This design comes from an exercise in tuning for small area on the open sky130 flow, not from production work.
The RTL was checked by simulation tests, not by an equivalence proof against the original design.
Power is estimated from default activity; no workload was simulated.

==> flow/design.v <==
package motion_pkg;
    typedef logic [32-1:0] word_t;
    typedef logic [4-1:0] reg_adr_t;
    typedef logic signed [32-1:0] velocity_t;
    typedef logic [32-1:0] phase_t;
    typedef logic signed [32-1:0] position_t;
    function automatic word_t dec(input word_t a);
        logic b;
        b = 1'b1;
        for (int i = 0; i < 32; i++) begin
            dec[i] = a[i] ^ b;
            b      = b & ~a[i];
        end
    endfunction
    function automatic word_t inc(input word_t a, input logic ci);
        logic c;
        c = ci;
        for (int i = 0; i < 32; i++) begin
            inc[i] = a[i] ^ c;
            c      = c & a[i];
        end
    endfunction
    function automatic word_t incdec(input word_t a, input logic dn, input logic ci);
        logic c;
        c = ci;
        for (int i = 0; i < 32; i++) begin
            incdec[i] = a[i] ^ c;
            c         = c & (a[i] ^ dn);
        end
    endfunction
    function automatic logic [32:0] add(input word_t a, input word_t b,
                                                    input logic ci);
        logic c;
        c = ci;
        for (int i = 0; i < 32; i++) begin
            add[i] = a[i] ^ b[i] ^ c;
            c      = (a[i] & b[i]) | (c & (a[i] ^ b[i]));
        end
        add[32] = c;
    endfunction
    function automatic logic [32:0] add_cs(input word_t a, input word_t b,
                                                       input logic ci);
        localparam int L = 18;
        logic  c, c0, c1;
        word_t s0, s1;
        c = ci;
        for (int i = 0; i < L; i++) begin
            add_cs[i] = a[i] ^ b[i] ^ c;
            c         = (a[i] & b[i]) | (c & (a[i] ^ b[i]));
        end
        c0 = 1'b0;
        c1 = 1'b1;
        s0 = '0;
        s1 = '0;
        for (int i = L; i < 32; i++) begin
            s0[i] = a[i] ^ b[i] ^ c0;
            c0    = (a[i] & b[i]) | (c0 & (a[i] ^ b[i]));
            s1[i] = a[i] ^ b[i] ^ c1;
            c1    = (a[i] & b[i]) | (c1 & (a[i] ^ b[i]));
        end
        for (int i = L; i < 32; i++) begin
            add_cs[i] = c ? s1[i] : s0[i];
        end
        add_cs[32] = c ? c1 : c0;
    endfunction
endpackage
`timescale 1ns/1ns
module motion_regs (
    input  logic                     clk,
    input  logic                     rst,
    input  logic                     wb_cyc,
    input  logic                     wb_stb,
    input  logic                     wb_we,
    input  motion_pkg::reg_adr_t     wb_adr,
    input  motion_pkg::word_t        wb_wdata,
    input  logic                     busy,
    input  logic                     done,
    input  logic                     abort,
    input  logic                     es_level,
    input  motion_pkg::position_t    pos0,
    input  motion_pkg::position_t    pos1,
    output motion_pkg::word_t        wb_rdata,
    output logic                     wb_ack,
    output motion_pkg::word_t        dt,
    output motion_pkg::word_t        steps,
    output motion_pkg::velocity_t    vel0,
    output motion_pkg::velocity_t    vel1,
    output motion_pkg::word_t        pulse_n,
    output logic                     start,
    output logic                     abort_en,
    output logic                     es_pol,
    output logic                     irq,
    output logic [2-1:0]  ctrl_inv,
    output logic [2-1:0]  axis_en
);
    motion_pkg::word_t ctrl;
    motion_pkg::word_t wdata;
    logic [7:0]        sel_q;        
    logic [3:0]        st_q;         
    logic              done_st;
    logic              aborted_st;
    logic              req;
    logic              wr_en;
    localparam int S_CTRL  = 0;
    localparam int S_DT    = 1;
    localparam int S_STEPS = 2;
    localparam int S_VEL0  = 3;
    localparam int S_VEL1  = 4;
    localparam int S_PULSE = 5;
    localparam int S_POS0  = 6;
    localparam int S_POS1  = 7;
    assign req   = wb_cyc & wb_stb & ~wb_ack;
    assign wr_en = wb_cyc & wb_stb & wb_we & wb_ack;  
    assign wdata = wb_wdata & {32{~rst}};
    always_ff @(posedge clk) begin
        sel_q[S_CTRL]  <= (wb_adr == 4'd0);
        sel_q[S_DT]    <= (wb_adr == 4'd1);
        sel_q[S_STEPS] <= (wb_adr == 4'd2);
        sel_q[S_VEL0]  <= (wb_adr == 4'd3);
        sel_q[S_VEL1]  <= (wb_adr == 4'd4);
        sel_q[S_PULSE] <= (wb_adr == 4'd5);
        sel_q[S_POS0]  <= (wb_adr == 4'd7);
        sel_q[S_POS1]  <= (wb_adr == 4'd8);
        st_q <= {es_level, aborted_st, done_st, busy} & {4{wb_adr == 4'd6}};
    end
    assign wb_rdata = ({32{sel_q[S_CTRL]}}  & ctrl)
                    | ({32{sel_q[S_DT]}}    & dt)
                    | ({32{sel_q[S_STEPS]}} & steps)
                    | ({32{sel_q[S_VEL0]}}  & vel0)
                    | ({32{sel_q[S_VEL1]}}  & vel1)
                    | ({32{sel_q[S_PULSE]}} & pulse_n)
                    | ({32{sel_q[S_POS0]}}  & pos0)
                    | ({32{sel_q[S_POS1]}}  & pos1)
                    | {28'd0, st_q};
    always_ff @(posedge clk) begin
        wb_ack <= req & ~rst;
        start  <= wr_en & (wb_adr == 4'd9) & ~rst;
    end
    always_ff @(posedge clk) begin
        if (rst | (wr_en & sel_q[S_CTRL]))  ctrl    <= wdata;
        if (rst | (wr_en & sel_q[S_DT]))    dt      <= wdata;
        if (rst | (wr_en & sel_q[S_STEPS])) steps   <= wdata;
        if (rst | (wr_en & sel_q[S_VEL0]))  vel0    <= wdata;
        if (rst | (wr_en & sel_q[S_VEL1]))  vel1    <= wdata;
        if (rst | (wr_en & sel_q[S_PULSE])) pulse_n <= wdata;
    end
    always_ff @(posedge clk) begin
        if (rst) begin
            done_st    <= 1'b0;
            aborted_st <= 1'b0;
        end else begin
            if (wr_en && (wb_adr == 4'd6)) begin
                done_st    <= 1'b0;
                aborted_st <= 1'b0;
            end
            if (done) done_st <= 1'b1;
            if (abort && busy) aborted_st <= 1'b1;
        end
    end
    assign irq      = done_st | aborted_st;
    assign axis_en  = {ctrl[1], ctrl[0]};
    assign ctrl_inv = {ctrl[3], ctrl[2]};
    assign abort_en = ctrl[4];
    assign es_pol   = ctrl[5];
endmodule
`timescale 1ns/1ns
module step_tick_gen (
    input  logic               clk,
    input  logic               rst,
    input  logic               start,
    input  logic               abort,
    input  motion_pkg::word_t  dt,
    input  motion_pkg::word_t  steps,
    output logic               tick,
    output logic               busy,
    output logic               done
);
    motion_pkg::word_t dt_q;       
    motion_pkg::word_t cnt_n;      
    motion_pkg::word_t remain_n;   
    logic              launch;
    logic              more;
    logic              fire;
    logic              hold;
    assign launch = start & ~busy & ~done;
    assign more   = ~&remain_n;
    assign fire   = busy & ~abort & more & (&cnt_n[31:1]);
    assign hold   = busy & ~abort & more;    
    always_ff @(posedge clk) begin
        if (rst) begin
            busy <= 1'b0;
            done <= 1'b0;
            tick <= 1'b0;
        end else begin
            busy <= launch | hold;
            done <= busy & ~abort & ~more;
            tick <= fire;
        end
    end
    always_ff @(posedge clk) begin
        if (!hold) dt_q <= dt;
    end
    always_ff @(posedge clk) begin
        if (launch) remain_n <= ~steps;
        else        remain_n <= motion_pkg::inc(remain_n, fire);
        if (launch | fire) cnt_n <= ~dt_q;
        else               cnt_n <= motion_pkg::inc(cnt_n, 1'b1);
    end
endmodule
`timescale 1ns/1ns
module axis_rate_gen (
    input  logic                   clk,
    input  logic                   rst,
    input  logic                   start,
    input  logic                   tick,
    input  logic                   enable,
    input  logic                   invert,
    input  motion_pkg::velocity_t  vel,
    output logic                   step_req,
    output logic                   step_dir,
    output motion_pkg::position_t  pos
);
    localparam int LO = 16;
    localparam int HI = 32 - LO;
    logic [LO-1:0]      ph_lo;
    logic [HI-1:0]      ph_hi;
    logic               ph_k;
    motion_pkg::phase_t mag;         
    logic [LO-1:0]      s_lo;
    logic [HI-1:0]      s_hi;
    logic               c_lo;
    logic               c_hi;
    logic               c;
    logic               wrap;        
    logic               neg;
    logic               neg_q;
    assign neg = vel[31];
    assign mag = vel ^ {32{neg}};
    always_comb begin
        c = neg;
        for (int i = 0; i < LO; i++) begin
            s_lo[i] = ph_lo[i] ^ mag[i] ^ c;
            c       = (ph_lo[i] & mag[i]) | (c & (ph_lo[i] ^ mag[i]));
        end
        c_lo = c;
        c = ph_k;
        for (int i = 0; i < HI; i++) begin
            s_hi[i] = ph_hi[i] ^ mag[LO+i] ^ c;
            c       = (ph_hi[i] & mag[LO+i]) | (c & (ph_hi[i] ^ mag[LO+i]));
        end
        c_hi = c;
        wrap = c_lo & (&s_hi);
    end
    always_ff @(posedge clk) begin
        if (start) begin
            ph_lo <= '0;
            ph_hi <= '0;
            ph_k  <= 1'b0;
        end else if (tick && enable) begin
            ph_lo <= s_lo;
            ph_hi <= wrap ? '0 : s_hi;
            ph_k  <= c_lo & ~wrap;
        end
        step_req <= tick & enable & ~start & (c_hi | wrap) & ~rst;
        step_dir <= ~neg ^ invert;   
        neg_q    <= neg;
    end
    always_ff @(posedge clk) begin
        if (rst) pos <= '0;
        else     pos <= motion_pkg::incdec(pos, neg_q, step_req);
    end
endmodule
`timescale 1ns/1ns
module step_pulse_gen (
    input  logic               clk,
    input  logic               rst,
    input  logic               step_req,
    input  logic               step_dir,
    input  motion_pkg::word_t  pulse_n,
    output logic               step,
    output logic               dir
);
    logic              setup1;   
    logic              setup2;   
    motion_pkg::word_t cnt_n;    
    always_ff @(posedge clk) begin
        if (rst) begin
            setup1 <= 1'b0;
            setup2 <= 1'b0;
            step   <= 1'b0;
            dir    <= 1'b0;
        end else begin
            setup1 <= step_req;
            setup2 <= setup1 & ~step_req;
            if (step_req) dir <= step_dir;
            if (!step_req) begin
                if (setup2)                                 step <= 1'b1;
                else if (!setup1 && (&cnt_n[31:1]))      step <= 1'b0;
            end
        end
    end
    always_ff @(posedge clk) begin
        if (setup2) cnt_n <= ~pulse_n;
        else        cnt_n <= motion_pkg::inc(cnt_n, 1'b1);
    end
endmodule
`timescale 1ns/1ns
module endstop_guard (
    input  logic  clk,
    input  logic  rst,
    input  logic  endstop,
    input  logic  es_pol,
    input  logic  abort_en,
    output logic  es_level,
    output logic  abort
);
    logic       sync_a;
    logic       sync_b;
    logic [1:0] db_cnt;    
    always_ff @(posedge clk) begin
        if (rst) begin
            sync_a <= 1'b0;
            sync_b <= 1'b0;
        end else begin
            sync_a <= endstop;
            sync_b <= sync_a;
        end
    end
    always_ff @(posedge clk) begin
        if (rst) begin
            es_level <= 1'b0;
        end else if (sync_b != es_level && db_cnt == 2'(4 - 1)) begin
            es_level <= sync_b;
        end
    end
    always_ff @(posedge clk) begin
        if (rst || sync_b == es_level) db_cnt <= '0;
        else                           db_cnt <= db_cnt + 1'b1;
    end
    assign abort = abort_en & (es_level == es_pol);
endmodule
`timescale 1ns/1ns
module motion_top (
    input  logic                     clk,
    input  logic                     rst,
    input  logic                     wb_cyc,
    input  logic                     wb_stb,
    input  logic                     wb_we,
    input  motion_pkg::reg_adr_t     wb_adr,
    input  motion_pkg::word_t        wb_wdata,
    output motion_pkg::word_t        wb_rdata,
    output logic                     wb_ack,
    input  logic                     endstop,
    output logic [2-1:0]  mot_step,
    output logic [2-1:0]  mot_dir,
    output logic [2-1:0]  mot_enable,
    output logic                     irq
);
    motion_pkg::word_t      dt;
    motion_pkg::word_t      steps;
    motion_pkg::word_t      pulse_n;
    motion_pkg::velocity_t  vel0;
    motion_pkg::velocity_t  vel1;
    motion_pkg::position_t  pos0;
    motion_pkg::position_t  pos1;
    logic                   start;
    logic                   tick;
    logic                   busy;
    logic                   done;
    logic                   abort;
    logic                   abort_en;
    logic                   es_pol;
    logic                   es_level;
    logic [2-1:0] ctrl_inv;
    logic [2-1:0] axis_en;
    logic [2-1:0] step_req;
    logic [2-1:0] step_dir;
    assign mot_enable = ~axis_en;    
    motion_regs i_motion_regs (
        .clk(clk), .rst(rst),
        .wb_cyc(wb_cyc), .wb_stb(wb_stb), .wb_we(wb_we),
        .wb_adr(wb_adr), .wb_wdata(wb_wdata),
        .busy(busy), .done(done), .abort(abort), .es_level(es_level),
        .pos0(pos0), .pos1(pos1),
        .wb_rdata(wb_rdata), .wb_ack(wb_ack),
        .dt(dt), .steps(steps), .vel0(vel0), .vel1(vel1), .pulse_n(pulse_n),
        .start(start), .abort_en(abort_en), .es_pol(es_pol), .irq(irq),
        .ctrl_inv(ctrl_inv), .axis_en(axis_en)
    );
    step_tick_gen i_step_tick_gen (
        .clk(clk), .rst(rst), .start(start), .abort(abort),
        .dt(dt), .steps(steps),
        .tick(tick), .busy(busy), .done(done)
    );
    endstop_guard i_endstop_guard (
        .clk(clk), .rst(rst), .endstop(endstop), .es_pol(es_pol),
        .abort_en(abort_en), .es_level(es_level), .abort(abort)
    );
    axis_rate_gen i_axis_rate_gen_0 (
        .clk(clk), .rst(rst), .start(start), .tick(tick),
        .enable(axis_en[0]), .invert(ctrl_inv[0]), .vel(vel0),
        .step_req(step_req[0]), .step_dir(step_dir[0]), .pos(pos0)
    );
    axis_rate_gen i_axis_rate_gen_1 (
        .clk(clk), .rst(rst), .start(start), .tick(tick),
        .enable(axis_en[1]), .invert(ctrl_inv[1]), .vel(vel1),
        .step_req(step_req[1]), .step_dir(step_dir[1]), .pos(pos1)
    );
    step_pulse_gen i_step_pulse_gen_0 (
        .clk(clk), .rst(rst), .step_req(step_req[0]), .step_dir(step_dir[0]),
        .pulse_n(pulse_n), .step(mot_step[0]), .dir(mot_dir[0])
    );
    step_pulse_gen i_step_pulse_gen_1 (
        .clk(clk), .rst(rst), .step_req(step_req[1]), .step_dir(step_dir[1]),
        .pulse_n(pulse_n), .step(mot_step[1]), .dir(mot_dir[1])
    );
endmodule
==> flow/flow/run.sh <==
#!/bin/bash
# Layout flow: the standard synthesis, then the standard ORFS steps with
# one-cell (buf_1) port buffers and a clock tree of clkbuf_8 leaves without
# dummy loads. Each step's full output goes to a log file in this folder
# (and ORFS's own per-stage logs under orfs/logs).
set -euo pipefail

bash standard.sh synth > synth.log 2>&1

CTS="-sink_clustering_enable -repair_clock_nets -dont_use_dummy_load"
CTS="$CTS -buf_list {sky130_fd_sc_hd__clkbuf_8}"
CTS="$CTS -sink_clustering_size 16 -sink_clustering_max_diameter 50"

bash standard.sh \
    "BUFFER_PORTS_ARGS=-buffer_cell sky130_fd_sc_hd__buf_1" \
    "CTS_ARGS=$CTS" \
    finish > layout.log 2>&1
==> flow/standard.sh <==
#!/bin/bash
# synth_recipe.tcl (not shown) runs the flow's synth.tcl, then flattens the netlist and writes it again
# the make line also repeats each setting of config.mk as NAME=value (left out here)
make -C /OpenROAD-flow-scripts/flow DESIGN_CONFIG=/design/flow/config.mk WORK_HOME=/design/flow/orfs CLKGATE_MAP_FILE= SYNTH_SCRIPT=/design/flow/synth_recipe.tcl "${@:-finish}"
==> flow/config.mk <==
export PLATFORM = sky130hd
export DESIGN_NAME = motion_top
export DESIGN_NICKNAME = motion_top
export VERILOG_FILES = /design/flow/design.v
export SDC_FILE = /design/flow/constraint.sdc
export NUM_CORES = 4
export LEC_CHECK = 0
export ABC_AREA = 1
export CAP_MARGIN = 0
export CORE_MARGIN = 2
export CORE_UTILIZATION = 85
export PLACE_DENSITY = 0.92
export SLEW_MARGIN = 0
==> flow/constraint.sdc <==
create_clock -name core_clock -period 10.0 [get_ports {clk}]
set_input_delay 2.0000 -clock core_clock [delete_from_list [all_inputs] [get_ports {clk}]]
set_output_delay 2.0000 -clock core_clock [all_outputs]
set_load 0.01 [all_outputs]
==> impl_metrics.yaml, run 1 <==
global_routing:
  grt_max_degree: 67
  antenna_found_initial: 1
  grt_pass1_vias: 18000
  overflow: 0
  grt_usage_pct: 46.7
  grt_pass1_wl_mm: 99.5
floorplanning:
  rows: 60
  initial_core_util_pct: 86.2
  dieWidth_um: 169
  io_pins: 82
  die_h_um: 169
  core_um2: 26800
  fp.dieArea_um2: 28500
clock_tree:
  cts_root_buf: "clkbuf_8"
  cts_resized: 0
  clock-sinks: 520
  cts_hold_buf: 0
  cts_buffers: 42
  postCtsSetupBuffers: 0
  cts_tree: "done"
  clock_path_buffers: 3
  h-tree-depth: 2
  clk_pin_slew_ps: 90
  worstSkewPairLatency_ps: 580
timing:
  slew_headroom_pct: 18.5
  setup_viol: 0
  min_period_over_period_pct: 90.2
  fmax_ghz: 0.111
  setup_ws_ps: 985
  setup_tns_ps: 0
  fin_crit_ps: 9020
  whs_ps: 425
  rsz0062_at_grt: "no"
  worst_pin_slew_ps: 1220
  maxSlewViolCount: 0
  finalHoldViolCount: 0
  fin_skew_ps: 45.6
setup_path:
  critPathRequiredTime_ps: 10430
  path_common_cell: "ha_1"
  critPathKind: "reg2reg"
  critPathSlowestCell: "nor4_1"
  max_stage_delay_ps: 550
  worstSetupEndpointType: "register"
  start_kind: "register"
  crit_fanout: 34
  arrival_ps: 9440
layout:
  fin_nets: 2551
  final_core_util_pct: 90.2
  syn_to_final_growth_pct: 4.67
  drive_above_1_share_pct: 4.82
  instances_no_fill: 2665
placed_design:
  globalplace.congestion: 0.920
  dp_hpwl_mm: 46.0
  place_ws_ps: 1220
  port-buffer-count: 81
  dpl.cell_count: 2622
synthesis:
  ys_seq_elements: 520
  synth.distinct_cells: 44
  mappedNetlistNets: 2507
  syn_inst: 2281
  syn_avg_cell_area_um2: 10.1
  syn_area_um2: 23100
  yosys_warnings: 5
  yosysSeqAreaShare_pct: 54.8
power_and_ir_drop:
  p_per_area_nw_per_um2: 171
  leakagePower_nw: 9.80
  vdd_ir_drop_max_mv: 0.139
drt:
  postRouteAntennaNets: 0
  drtPass1Iterations: 6
  drt_iter0_drc: 2661
  via_count: 18200
  drc_errors: 0
  wire_per_inst_um: 24.7
  detail_route.vias_per_cell: 6.84
  wl_mm: 65.8
job:
  cap_violations: 0
status:
  status: "finished clean"
hold_path:
  hold_path_class: "reg2reg"
==> flip-flops by register name, indices dropped and copies added, names as in the netlist, 32 cells and up <==
| register | flops |
|---|---|
| i_axis_rate_gen_0.pos | 32 |
| i_axis_rate_gen_1.pos | 32 |
| i_motion_regs.ctrl | 32 |
| i_motion_regs.dt | 32 |
| i_motion_regs.pulse_n | 32 |
| i_motion_regs.steps | 32 |
| i_motion_regs.vel0 | 32 |
| i_motion_regs.vel1 | 32 |
| i_step_pulse_gen_0.cnt_n | 32 |
| i_step_pulse_gen_1.cnt_n | 32 |
| i_step_tick_gen.cnt_n | 32 |
| i_step_tick_gen.dt_q | 32 |
| i_step_tick_gen.remain_n | 32 |
==> kinds of logic (layout without fill, tap and decap cells) <==
family | count (synthesis) | count (layout) | share of synthesized area (%)
AND/OR/NAND/NOR | 701 | 701 | 13.6
multiplexers | 1 | 1 | 0.0433
other | 0 | 1 | 0
adder cells (fa/ha/maj) | 184 | 184 | 11.9
XOR/XNOR | 67 | 67 | 2.54
buffers and inverters | 309 | 351 | 5.21
AO/OA/AOI/OAI | 499 | 499 | 11.9
flip-flops | 520 | 520 | 54.8
==> worst max-delay path, delay by kind of cell, from the launching register on <==
family	cells	cell delay (ps)
fa+ha+maj	31	6600
xor+xnor	1	140
simple gates	6	1170
flops	1	380
compound gates	1	120
buf+inv	1	440
==> layout make-up <==
cell class              instances  area (µm²)
flip-flops and latches        520       12700
multi-input cells            1452        9260
fillers                      1115        2620
inverters                     202         758
clock buffers                  42         578
repair buffers                107         500
well taps                     341         427
diodes                          1        2.50
==> report_power, final <==
group          total, mW  switching, mW  internal (mW)
Sequential          2.51          0.119           2.39
Combinational      0.602          0.376          0.226
Clock               1.03          0.648          0.378
==> Yosys cell counts (all sizes together) <==
cell type,count,area (µm²)
a221oi,39,342
or2,2,12.5
fa,60,1200
a32o,1,10.0
ha,124,1550
mux2i,1,10.0
o21bai,2,15.0
edfxtp,224,6730
o22ai,9,56.3
o21a,2,15.0
nor3,15,75.1
a22o,8,70.1
o2111ai,2,17.5
nand2,386,1460
dfxtp,296,5930
inv,196,736
nand4,65,483
nand3,65,360
o221ai,11,96.3
a21oi,168,841
o21ai,255,1280
buf,20,119
xnor2,31,272
or4,1,7.51
a211oi,2,15.0
xor2,36,315
nand2b,1,6.26
nor2,158,681
clkbuf,87,327
nor4,8,50.1
clkinv,6,22.5
==> per-stage QoR <==
step	cell area (µm²)	power, mW
after floorplan	23100	2.90
after global placement	23600	3.05
after detailed placement	23600	3.12
after CTS	24200	4.10
after global routing	24200	4.26
final	24200	4.14
==> cell usage in the layout, fill, tap and decap left out, drive strengths merged <==
cell / synthesis / final
o22ai: 9 / 9
nand2b: 1 / 1
xor2: 36 / 36
buf: 20 / 106
fa: 60 / 60
a22o: 8 / 8
xnor2: 31 / 31
a21oi: 168 / 168
nor2: 158 / 158
a221oi: 39 / 39
nand2: 386 / 386
nand4: 65 / 65
mux2i: 1 / 1
or2: 2 / 2
nor3: 15 / 15
edfxtp: 224 / 224
clkinv: 6 / 6
o221ai: 11 / 11
a211oi: 2 / 2
inv: 196 / 196
dfxtp: 296 / 296
nor4: 8 / 8
or4: 1 / 1
o2111ai: 2 / 2
a32o: 1 / 1
o21bai: 2 / 2
o21a: 2 / 2
diode: 0 / 1
nand3: 65 / 65
clkbuf: 87 / 43
o21ai: 255 / 255
ha: 124 / 124
==> layer usage <==
metal  vias up  track usage (%)  share of wire [%]
li1       7873                -                  -
met5         -                0                  0
met4         0             32.5                8.8
met2      1516             76.1                 47
met1      8449             56.3                 33
met3       397             9.40                 12
==> final timing paths <==
| check | startpoint | endpoint | slack, ps | depth (start not counted) |
|---|---|---|---|---|
| setup / recovery | i_step_tick_gen.remain_n[6]$_DFF_P_ | i_step_tick_gen.remain_n[31]$_DFF_P_ | 980 | 40 |
| setup reg to reg | i_step_tick_gen.remain_n[6]$_DFF_P_ | i_step_tick_gen.remain_n[31]$_DFF_P_ | 980 | 40 |
| hold / removal | i_step_tick_gen.dt_q[31]$_DFFE_PN_ | i_step_tick_gen.cnt_n[31]$_DFF_P_ | 420 | 1 |
| hold reg to reg | i_step_tick_gen.dt_q[31]$_DFFE_PN_ | i_step_tick_gen.cnt_n[31]$_DFF_P_ | 420 | 1 |
==> inputs of run 2 (changes only) <==
--- a/flow/config.mk
+++ b/flow/config.mk
@@ -10,4 +10,4 @@
 export CORE_MARGIN = 2
-export CORE_UTILIZATION = 85
-export PLACE_DENSITY = 0.92
+export CORE_UTILIZATION = 75
+export PLACE_DENSITY = 0.85
 export SLEW_MARGIN = 0
==> run 2 against run 1 <==
  * Sequential power hardly changed
  * Non-clock buffer count fell by 1
  * Routed wire length fell by 11%
  * Clock power about the same
  * Critical endpoint is now i_axis_rate_gen_1.ph_hi[13]$_SDFFE_PP0P_
  * Highest routed layer unchanged
==> impl_metrics.yaml, run 2 <==
floorplanning:
  dieWidth_um: 180
  initial_core_util_pct: 75.9
  rows: 64
  core_um2: 30400
  fp.dieArea_um2: 32200
  die_h_um: 180
  io_pins: 82
global_routing:
  grt_usage_pct: 36.3
  grt_pass1_wl_mm: 90.9
  antenna_found_initial: 0
  overflow: 0
  grt_pass1_vias: 17000
  grt_max_degree: 67
setup_path:
  worstSetupEndpointType: "register"
  path_delay_family: "adder cells"
  r2r_cells: 24
  r2r_slack_ps: 1250
  arrival_ps: 9210
  crit_fanout: 33
  cp_num_cells: 24
  start_kind: "register"
  reg2reg_to: "i_axis_rate_gen_1.ph_hi[13]$_SDFFE_PP0P_"
  reg2reg_from: "i_motion_regs.vel1[31]$_DFFE_PP_"
  critPathRequiredTime_ps: 10460
  critPathSlowestCell: "buf_4"
  critical_path_buf_inv_count: 3
  cp-endpoint: "i_axis_rate_gen_1.ph_hi[13]$_SDFFE_PP0P_"
  cp-startpoint: "i_motion_regs.vel1[31]$_DFFE_PP_"
  crit_chain: "buf_4 > xor2_1 > fa_1 > fa_1 > fa_1 > fa_1 > fa_1 > fa_1 > fa_1 > fa_1 > fa_1 > fa_1 > fa_1 > fa_1 > inv_1 > fa_1 > inv_1 > fa_1 > ha_1 > nand4_1 > nor4_1 > nand2_1 > a21oi_1 > a211oi_1"
  path_common_cell: "fa_1"
  max_stage_delay_ps: 500
  critPathKind: "reg2reg"
clock_tree:
  clock-sinks: 520
  h-tree-depth: 2
  postCtsSetupBuffers: 0
  cts_buffers: 45
  clk_pin_slew_ps: 100
  cts_tree: "done"
  cts_resized: 0
  cts_hold_buf: 0
  clock_path_buffers: 3
  worstSkewPairLatency_ps: 610
  cts_root_buf: "clkbuf_8"
synthesis:
  synth.distinct_cells: 44
  syn_avg_cell_area_um2: 10.1
  synthFlopType: "dfxtp_1"
  mappedNetlistNets: 2507
  synth-edff-count: 224
  yosysSeqAreaShare_pct: 54.8
  syn_inst: 2281
  yosys_warnings: 5
  ys_seq_elements: 520
  syn_area_um2: 23100
  synth_most_common_cell: "nand2_1"
  synthTopCellsByArea: "edfxtp_1 (29%), dfxtp_1 (26%), ha_1 (6.7%)"
  synth_top_area_share_pct: 29.1
  synthTopCellsByCount: "nand2_1 (380), dfxtp_1 (296), o21ai_0 (247), edfxtp_1 (224), inv_1 (194)"
  yosysTopAreaCell: "edfxtp_1"
  async_flop_share_pct: 0
drt:
  postRouteAntennaNets: 0
  drtPass1Iterations: 8
  drt_iter0_drc: 1851
  wl_mm: 58.3
  detail_route.vias_per_cell: 6.30
  via_count: 17200
  wire_per_inst_um: 21.4
  drc_errors: 0
timing:
  setup_viol: 0
  fin_crit_ps: 8750
  min_period_over_period_pct: 87.5
  fin_skew_ps: 71.1
  setup_tns_ps: 0
  worst_pin_slew_ps: 1160
  slew_headroom_pct: 22.1
  rsz0062_at_grt: "no"
  finalHoldViolCount: 0
  fmax_ghz: 0.114
  maxSlewViolCount: 0
layout:
  fillCellCount: 1912
  final_cell_mix: "nand2_1 (379), dfxtp_1 (295), o21ai_0 (246)"
  final_common_cell: "nand2_1"
  drive_above_1_share_pct: 4.95
  instances_no_fill: 2721
  syn_to_final_growth_pct: 5.14
  fin_nets: 2553
  n_antenna_cell: 0
placed_design:
  globalplace.congestion: 0.932
  dp_hpwl_mm: 42.1
  dpl.cell_count: 2676
  port-buffer-count: 81
power_and_ir_drop:
  vdd_ir_drop_max_mv: 0.129
  p_per_area_nw_per_um2: 169
  p_int_mw: 3.01
  pwr-share-clk_pct: 25.8
  switching_share_pct: 26.7
  leakagePower_nw: 9.82
  switchingPower_mw: 1.10
  p_seq_share_pct: 60.9
  power.share.combinational_pct: 13.4
hold_path:
  holdPathStages: 1
  hold_path_class: "reg2reg"
status:
  status: "finished clean"
job:
  cap_violations: 0
==> run 2: cell types whose count changed in the layout (fill, tap and decap cells not counted), sizes merged <==
cell	delta
clkbuf	+3
buf	-1
diode	-1
==> run 2: worst min-delay path by stage <==
stage                                              to                                from  slack (ps)
floorplan             i_axis_rate_gen_0.neg_q$_DFF_P_    i_motion_regs.vel0[31]$_DFFE_PP_         350
global placement    i_endstop_guard.sync_b$_SDFF_PP0_   i_endstop_guard.sync_a$_SDFF_PP0_         400
detailed placement  i_step_tick_gen.cnt_n[21]$_DFF_P_  i_step_tick_gen.dt_q[21]$_DFFE_PN_         410
CTS                 i_step_tick_gen.cnt_n[26]$_DFF_P_  i_step_tick_gen.dt_q[26]$_DFFE_PN_         370
global route        i_step_tick_gen.cnt_n[27]$_DFF_P_  i_step_tick_gen.dt_q[27]$_DFFE_PN_         380
finish              i_step_tick_gen.cnt_n[27]$_DFF_P_  i_step_tick_gen.dt_q[27]$_DFFE_PN_         370
==> run 2: final cells by class <==
type / count / area [µm²] / area share [%]
clock buffer: 45 / 619 / 2.55
inverter: 202 / 758 / 3.12
multi-input combinational: 1452 / 9270 / 38.2
sequential: 520 / 12700 / 52.1
tap: 396 / 495 / 2.04
timing repair buffer: 106 / 493 / 2.03
==> run 2: cell families after synthesis <==
family                     after synthesis  share of synthesized area [%]
adders and majority gates              184                           11.9
AOI/OAI and AO/OA                      499                           11.9
muxes                                    1                         0.0433
buffers and inverters                  309                           5.21
and+or+nand+nor                        701                           13.6
xor gates and xnor gates                67                           2.54
DFF                                    520                           54.8
==> run 2: per-layer routing <==
| layer | vias to the layer above | GRT usage [%] | part of all wire, % |
|---|---|---|---|
| met5 | - | 0 | 0 |
| met4 | 0 | 19.7 | 6.0 |
| met3 | 190 | 4.48 | 8.7 |
| met2 | 939 | 60.6 | 48 |
| met1 | 8161 | 46.6 | 37 |
| li1 | 7862 | - | - |
==> run 2: metrics by stage <==
step | power [mW] | instance area, µm² | hold slack (ps) | worst slack (ps) | utilization [%]
finish | 4.11 | 24300 | 366 | 1250 | 79.8
global route | 4.27 | 24300 | 380 | 683 | 79.8
CTS | 4.10 | 24300 | 374 | 1310 | 79.8
detailed placement | 3.09 | 23700 | 408 | 1370 | 77.8
global placement | 3.04 | 23700 | 401 | 1570 | 77.8
floorplan | 2.90 | 23100 | 346 | 1220 | -
==> run 2: power by group through the flow <==
stage	logic, mW	registers [mW]	clock network, mW
3_3_place_gp	0.506	2.54	0
3_5_place_dp	0.541	2.55	0
6_report	0.548	2.50	1.06
5_1_grt	0.626	2.52	1.13
4_1_cts	0.546	2.50	1.06
2_1_floorplan	0.398	2.50	0
==> run 2: worst register-to-register path, stage by stage, from the launching register on <==
cell and delay (ps):
edfxtp_1 380, buf_4 500, xor2_1 180, fa_1 480, fa_1 440, fa_1 440, fa_1 440, fa_1 430
fa_1 430, fa_1 430, fa_1 420, fa_1 430, fa_1 420, fa_1 420, fa_1 410, inv_1 90
fa_1 170, inv_1 50, fa_1 390, ha_1 310, nand4_1 110, nor4_1 420, nand2_1 480, a21oi_1 260
a211oi_1 60
==> inputs of run 3 (changes only) <==
--- a/flow/design.v
+++ b/flow/design.v
@@ -237,5 +237,5 @@
     assign neg = vel[31];
-    assign mag = vel ^ {32{neg}};
+    assign mag = (vel ^ {32{neg}}) & {32{tick & enable}};
     always_comb begin
-        c = neg;
+        c = neg & tick & enable;
         for (int i = 0; i < LO; i++) begin
@@ -258,3 +258,3 @@
             ph_k  <= 1'b0;
-        end else if (tick && enable) begin
+        end else begin
             ph_lo <= s_lo;
@@ -284,3 +284,3 @@
     logic              setup2;   
-    motion_pkg::word_t cnt_n;    
+    motion_pkg::word_t cnt;      
     always_ff @(posedge clk) begin
@@ -297,3 +297,3 @@
                 if (setup2)                                 step <= 1'b1;
-                else if (!setup1 && (&cnt_n[31:1]))      step <= 1'b0;
+                else if (!setup1 && (cnt[31:1] == '0)) step <= 1'b0;
             end
@@ -302,4 +302,4 @@
     always_ff @(posedge clk) begin
-        if (setup2) cnt_n <= ~pulse_n;
-        else        cnt_n <= motion_pkg::inc(cnt_n, 1'b1);
+        if (setup2) cnt <= pulse_n;
+        else        cnt <= motion_pkg::dec(cnt);
     end
==> run 3 against run 2 <==
  * Sequential cell count stayed put
  * Fmax is 4.0% lower
  * Global-route usage is 1.6 points higher
  * Synthesized cell count is 1.8% higher
  * Critical path type unchanged
  * Largest cell class unchanged
==> impl_metrics.yaml, run 3 <==
status:
  status: "finished clean"
power_and_ir_drop:
  p_int_mw: 2.94
  vdd_ir_drop_max_mv: 0.147
  pwr-share-clk_pct: 26.0
  power.share.combinational_pct: 10.2
  p_per_area_nw_per_um2: 164
  leakagePower_nw: 9.82
  switching_share_pct: 25.9
  p_seq_share_pct: 63.8
  switchingPower_mw: 1.03
synthesis:
  synthFlopType: "dfxtp_1"
  ys_seq_elements: 520
  synth_fa_ha_area_share_pct: 12.1
  syn_area_um2: 23100
  synth_most_common_cell: "nand2_1"
  yosysSeqAreaShare_pct: 54.9
  synthXorXnorAreaFrac_pct: 1.25
  yosys_warnings: 5
  synth.distinct_cells: 41
  synthTopCellsByArea: "edfxtp_1 (29%), dfxtp_1 (26%), ha_1 (6.7%)"
  yosysTopAreaCell: "edfxtp_1"
  synth_top_area_share_pct: 29.2
  muxShareOfSynthArea_pct: 0.0434
  async_flop_share_pct: 0
  synthSimpleGateAreaFrac_pct: 14.1
  synthTopCellsByCount: "nand2_1 (340), dfxtp_1 (296), inv_1 (284), edfxtp_1 (224), nor2_1 (222)"
  synth-edff-count: 224
  syn_avg_cell_area_um2: 9.93
  mappedNetlistNets: 2550
  synth_top_family_by_area: "simple AND/OR/NAND/NOR gates"
  syn_inst: 2322
  synth_compound_area_share_pct: 11.0
setup_path:
  critical_path_buf_inv_count: 3
  arrival_ps: 9610
  critPathSlowestCell: "nand2_1"
  critPathRequiredTime_ps: 10490
  worstSetupEndpointType: "register"
  path_common_cell: "fa_1"
  critPathKind: "reg2reg"
  path_delay_family: "adder cells"
  start_kind: "register"
  max_stage_delay_ps: 810
  crit_fanout: 32
timing:
  worst_pin_slew_ps: 1100
  setup_viol: 0
  fmax_ghz: 0.110
  maxSlewViolCount: 0
  setup_tns_ps: 0
  slew_headroom_pct: 26.8
  finalHoldViolCount: 0
  rsz0062_at_grt: "no"
  fin_skew_ps: 46.5
  fin_crit_ps: 9120
  min_period_over_period_pct: 91.2
clock_tree:
  cts_root_buf: "clkbuf_8"
  clk_pin_slew_ps: 90
  h-tree-depth: 2
  worstSkewPairLatency_ps: 600
  clock_path_buffers: 3
  cts_tree: "done"
  clock-sinks: 520
  cts_hold_buf: 0
  cts_resized: 0
  postCtsSetupBuffers: 0
  cts_buffers: 43
layout:
  multiInputGateArea_um2: 8890
  final_common_cell: "nand2_1"
  final-seq-area_um2: 12700
  drive_above_1_share_pct: 4.90
  design_area_um2: 24200
  final_cell_mix: "nand2_1 (339), dfxtp_1 (291), inv_1 (283)"
  syn_to_final_growth_pct: 5.08
  fin_nets: 2597
  fillCellCount: 2018
floorplanning:
  dieWidth_um: 179
  initial_core_util_pct: 75.8
  io_pins: 82
  rows: 64
  die_h_um: 179
  core_um2: 30400
  fp.dieArea_um2: 32200
placed_design:
  dp_hpwl_mm: 43.4
  globalplace.congestion: 0.925
  port-buffer-count: 81
  placed_area_um2: 23600
drt:
  drt_iter0_drc: 1888
  postRouteAntennaNets: 0
  drtPass1Iterations: 6
  wl_mm: 59.5
  drc_errors: 0
  wire_per_inst_um: 21.5
  via_count: 17100
  detail_route.vias_per_cell: 6.20
global_routing:
  grt_max_degree: 67
  antenna_found_initial: 1
  grt_pass1_wl_mm: 90.5
  grt_pass1_vias: 16600
  grt_usage_pct: 37.8
  overflow: 0
hold_path:
  hold_path_class: "reg2reg"
job:
  cap_violations: 0
==> run 3: final timing paths <==
| kind | from | endpoint | slack (ps) | cells past startpoint |
|---|---|---|---|---|
| worst max-delay path | i_motion_regs.ctrl[0]$_DFFE_PP_ | i_axis_rate_gen_0.ph_hi[0]$_SDFF_PP0_ | 880 | 25 |
| worst min-delay path | i_endstop_guard.sync_a$_SDFF_PP0_ | i_endstop_guard.sync_b$_SDFF_PP0_ | 410 | 2 |
| worst max register to register | i_motion_regs.ctrl[0]$_DFFE_PP_ | i_axis_rate_gen_0.ph_hi[0]$_SDFF_PP0_ | 880 | 25 |
| worst min register to register | i_endstop_guard.sync_a$_SDFF_PP0_ | i_endstop_guard.sync_b$_SDFF_PP0_ | 410 | 2 |
==> run 3: final cells by class <==
type	instances	share of cell area, %
clock buffers	43	2.44
flip-flops and latches	520	52.3
repair buffers	106	2.04
diodes	1	0.0103
inverters	290	4.49
multi-input cells	1408	36.7
well taps	396	2.05
==> run 3: layer usage <==
| metal | share of wire [%] | wire length, µm | global-route usage (%) |
|---|---|---|---|
| met5 | 0.022 | 13 | 0 |
| met4 | 6.8 | 4040 | 23.6 |
| met3 | 9.9 | 5870 | 6.98 |
| met2 | 47 | 27900 | 61.2 |
| met1 | 36 | 21600 | 47.4 |
==> run 3: cells by family (layout without fill, tap and decap cells) <==
family | Yosys count | in the layout
buf+inv | 394 | 439
xor+xnor | 33 | 33
fa+ha+maj | 186 | 186
compound gates | 453 | 453
flops | 520 | 520
other cells | 0 | 1
mux | 1 | 1
simple gates | 735 | 735
==> run 3: power by group through the flow <==
stage                     clock [mW]  sequential (mW)  combinational (mW)
after floorplan                    0             2.53               0.276
after global placement             0             2.57               0.368
after detailed placement           0             2.58               0.400
after CTS                       1.03             2.53               0.405
after global routing            1.11             2.56               0.461
final                           1.03             2.54               0.405
==> run 3: metrics by stage <==
stage / worst slack, ps / hold slack, ps / power [mW] / utilization (%) / std cells
after floorplan: 1440 / 346 / 2.80 / - / 2322
after global placement: 1250 / 394 / 2.94 / 77.6 / 2720
after detailed placement: 1000 / 398 / 2.98 / 77.6 / 2720
after CTS: 923 / 409 / 3.97 / 79.6 / 2763
after global routing: 357 / 432 / 4.12 / 79.6 / 2763
final: 881 / 410 / 3.97 / 79.6 / 2764
==> run 3: tightest hold or removal path, stage by stage, from the launching register on <==
cell and delay, ps:
dfxtp_1 310, inv_1 40, nor2_1 30
==> inputs of run 4 (changes only) <==
--- a/flow/config.mk
+++ b/flow/config.mk
@@ -10,4 +10,4 @@
 export CORE_MARGIN = 2
-export CORE_UTILIZATION = 75
-export PLACE_DENSITY = 0.85
+export CORE_UTILIZATION = 60
+export PLACE_DENSITY = 0.7
 export SLEW_MARGIN = 0
==> run 4 against run 3 <==
  * Combinational power decreased by 2%
  * Still clean
  * Worst setup slack improved by 200 ps
  * Routed wire length rose by 1.8%
  * Core utilization down 15 points
  * Critical path type unchanged
  * Die area increased by 24%
  * Global-route usage decreased by 6.5 points
  * Final area grew 0.84%
  * Clock power grew 4%
  * Sequential share of layout area down 0.44 points
==> impl_metrics.yaml, run 4 <==
synthesis:
  yosys_warnings: 5
  async_flop_share_pct: 0
  mappedNetlistNets: 2550
  synthXorXnorAreaFrac_pct: 1.25
  yosysTopAreaCell: "edfxtp_1"
  yosysSeqAreaShare_pct: 54.9
  synth_compound_area_share_pct: 11.0
  synth_fa_ha_area_share_pct: 12.1
  muxShareOfSynthArea_pct: 0.0434
  synthFlopType: "dfxtp_1"
  synthTopCellsByArea: "edfxtp_1 (29%), dfxtp_1 (26%), ha_1 (6.7%)"
  synthTopCellsByCount: "nand2_1 (340), dfxtp_1 (296), inv_1 (284), edfxtp_1 (224), nor2_1 (222)"
  ys_seq_elements: 520
  synthSimpleGateAreaFrac_pct: 14.1
  syn_area_um2: 23100
  synth_top_area_share_pct: 29.2
  synth_top_family_by_area: "simple AND/OR/NAND/NOR gates"
  syn_avg_cell_area_um2: 9.93
  syn_inst: 2322
  synth-edff-count: 224
  synth.distinct_cells: 41
  synth_most_common_cell: "nand2_1"
clock_tree:
  postCtsSetupBuffers: 0
  cts_tree: "done"
  h-tree-depth: 2
  cts_resized: 0
  clock-sinks: 520
  clk_pin_slew_ps: 100
  worstSkewPairLatency_ps: 640
  cts_root_buf: "clkbuf_8"
  cts_hold_buf: 0
  cts_buffers: 46
  clock_path_buffers: 3
setup_path:
  start_kind: "register"
  arrival_ps: 9450
  crit_fanout: 37
  critPathSlowestCell: "edfxtp_1"
  critPathKind: "reg2reg"
  reg2reg_from: "i_motion_regs.vel1[31]$_DFFE_PP_"
  worstSetupEndpointType: "register"
  critical_path_buf_inv_count: 5
  r2r_slack_ps: 1090
  r2r_cells: 26
  path_common_cell: "fa_1"
  reg2reg_to: "i_axis_rate_gen_1.ph_hi[9]$_SDFF_PP0_"
  path_delay_family: "adder cells"
  critPathRequiredTime_ps: 10530
  max_stage_delay_ps: 1030
drt:
  wire_per_inst_um: 21.0
  wl_mm: 60.5
  via_count: 16400
  detail_route.vias_per_cell: 5.69
  drc_errors: 0
  drt_iter0_drc: 1353
  drtPass1Iterations: 5
  postRouteAntennaNets: 0
timing:
  setup_viol: 0
  setup_tns_ps: 0
  maxSlewViolCount: 0
  fmax_ghz: 0.112
  finalHoldViolCount: 0
  rsz0062_at_grt: "no"
  worst_pin_slew_ps: 1070
  slew_headroom_pct: 28.5
  fin_crit_ps: 8910
  fin_skew_ps: 59.2
  min_period_over_period_pct: 89.1
global_routing:
  grt_pass1_wl_mm: 91.7
  grt_usage_pct: 31.4
  grt_pass1_vias: 16000
  antenna_found_initial: 1
  grt_max_degree: 66
  overflow: 0
power_and_ir_drop:
  leakagePower_nw: 9.86
  vdd_ir_drop_max_mv: 0.110
  finalPower_mw: 4.00
  p_per_area_nw_per_um2: 164
hold_path:
  hold_path_class: "reg2reg"
  holdPathEnd: "i_endstop_guard.sync_b$_SDFF_PP0_"
  min_from: "i_endstop_guard.sync_a$_SDFF_PP0_"
  holdPathStages: 2
layout:
  drive_above_1_share_pct: 5.10
  syn_to_final_growth_pct: 5.96
  fin_nets: 2603
  n_antenna_cell: 0
  fillCellCount: 3127
  final_common_cell: "nand2_1"
  final_core_util_pct: 64.7
  final_cell_mix: "nand2_1 (339), dfxtp_1 (292), inv_1 (283)"
  design_area_um2: 24400
placed_design:
  port-buffer-count: 81
  dp_hpwl_mm: 45.3
  placed_area_um2: 23800
  globalplace.congestion: 0.918
floorplanning:
  io_pins: 82
  fp.dieArea_um2: 40000
  die_h_um: 200
  initial_core_util_pct: 61.1
  rows: 71
  dieWidth_um: 200
  core_um2: 37800
status:
  status: "finished clean"
job:
  cap_violations: 0
[run 4: changes by cell type in the layout (fill, tap and decap cells not counted), sizes merged]
| cell | before | now |
|---|---|---|
| clkbuf | 44 | 47 |
| buf | 105 | 108 |
| diode | 1 | 0 |
[run 4: kinds of logic (layout without fill, tap and decap cells)]
group | Yosys count | in the layout
buffers and inverters | 394 | 445
multiplexers | 1 | 1
AO/OA/AOI/OAI | 453 | 453
XOR/XNOR | 33 | 33
adder cells (fa/ha/maj) | 186 | 186
flip-flops | 520 | 520
AND/OR/NAND/NOR | 735 | 735
[run 4: how the worst max path moves through the flow]
stage	start	endpoint	cells after the start
2_1_floorplan	i_motion_regs.vel1[31]$_DFFE_PP_	i_axis_rate_gen_1.ph_hi[10]$_SDFF_PP0_	23
3_3_place_gp	i_motion_regs.vel1[31]$_DFFE_PP_	i_axis_rate_gen_1.ph_hi[12]$_SDFF_PP0_	23
3_5_place_dp	i_motion_regs.vel1[31]$_DFFE_PP_	i_axis_rate_gen_1.ph_hi[9]$_SDFF_PP0_	26
4_1_cts	i_motion_regs.vel1[31]$_DFFE_PP_	i_axis_rate_gen_1.ph_hi[9]$_SDFF_PP0_	26
5_1_grt	i_motion_regs.vel1[31]$_DFFE_PP_	i_axis_rate_gen_1.ph_hi[7]$_SDFF_PP0_	26
6_report	i_motion_regs.vel1[31]$_DFFE_PP_	i_axis_rate_gen_1.ph_hi[9]$_SDFF_PP0_	26
[run 4: tightest hold or removal path, delay by kind of cell (launching register included)]
family | cells | cell delay, ps
DFF | 1 | 300
and+or+nand+nor | 1 | 30
buffers and inverters | 1 | 40
[run 4: report_power, final]
| group | leakage [nW] | internal [mW] | switching (mW) |
|---|---|---|---|
| registers | 4.62 | 2.42 | 0.113 |
| clock network | 0.331 | 0.411 | 0.662 |
| logic | 4.90 | 0.134 | 0.264 |
| total | 9.86 | 2.97 | 1.04 |
[run 4: cell type report]
cell class / count / area (µm²) / share of cell area (%)
clock buffer: 46 / 633 / 2.59
multi-input combinational: 1408 / 8890 / 36.4
inverter: 290 / 1090 / 4.46
tap: 511 / 639 / 2.62
timing repair buffer: 109 / 515 / 2.11
sequential: 520 / 12700 / 51.8
[run 4: metrics by stage]
| stage | setup slack, ps | hold slack, ps | instances |
|---|---|---|---|
| 2_1_floorplan | 1440 | 346 | 2322 |
| 3_3_place_gp | 1310 | 394 | 2838 |
| 3_5_place_dp | 1160 | 393 | 2838 |
| 4_1_cts | 1050 | 404 | 2884 |
| 5_1_grt | 550 | 425 | 2884 |
| 6_report | 1090 | 402 | 2884 |
[run 4: routing by layer]
layer / GRT usage, % / part of all wire [%]
met2: 51.4 / 47
met3: 6.17 / 7.8
met4: 14.0 / 4.6
met5: 0 / 0.020
met1: 40.7 / 41

what the ideal ports hide:
In the flow no input, the clock included, has a driving cell. The finished layouts below were timed again as built, in two steps. Step 1: set_driving_cell puts a clkbuf_16 on clk and a buf_2 on each other input, an assumption about the parent block. Step 2, shift: input delay + t, output delay - t, t = (earliest + latest rising clock arrival at the registers) / 2. This alone moves slack from input paths to output paths. Three values: ideal ports, drivers, drivers and shift; two values: the first two.
run	shift t [ns]	setup WS [ns]	worst data-port slew with drivers (ns)
run 1	0.612	0.985 / 0.985 / 0.985	0.05
run 2	0.623	1.248 / 1.248 / 1.248	0.03
run 3	0.629	0.881 / 0.881 / 0.881	0.05
run 4	0.666	1.086 / 1.086 / 1.086	0.10
After both steps setup and hold are still met in every run listed.
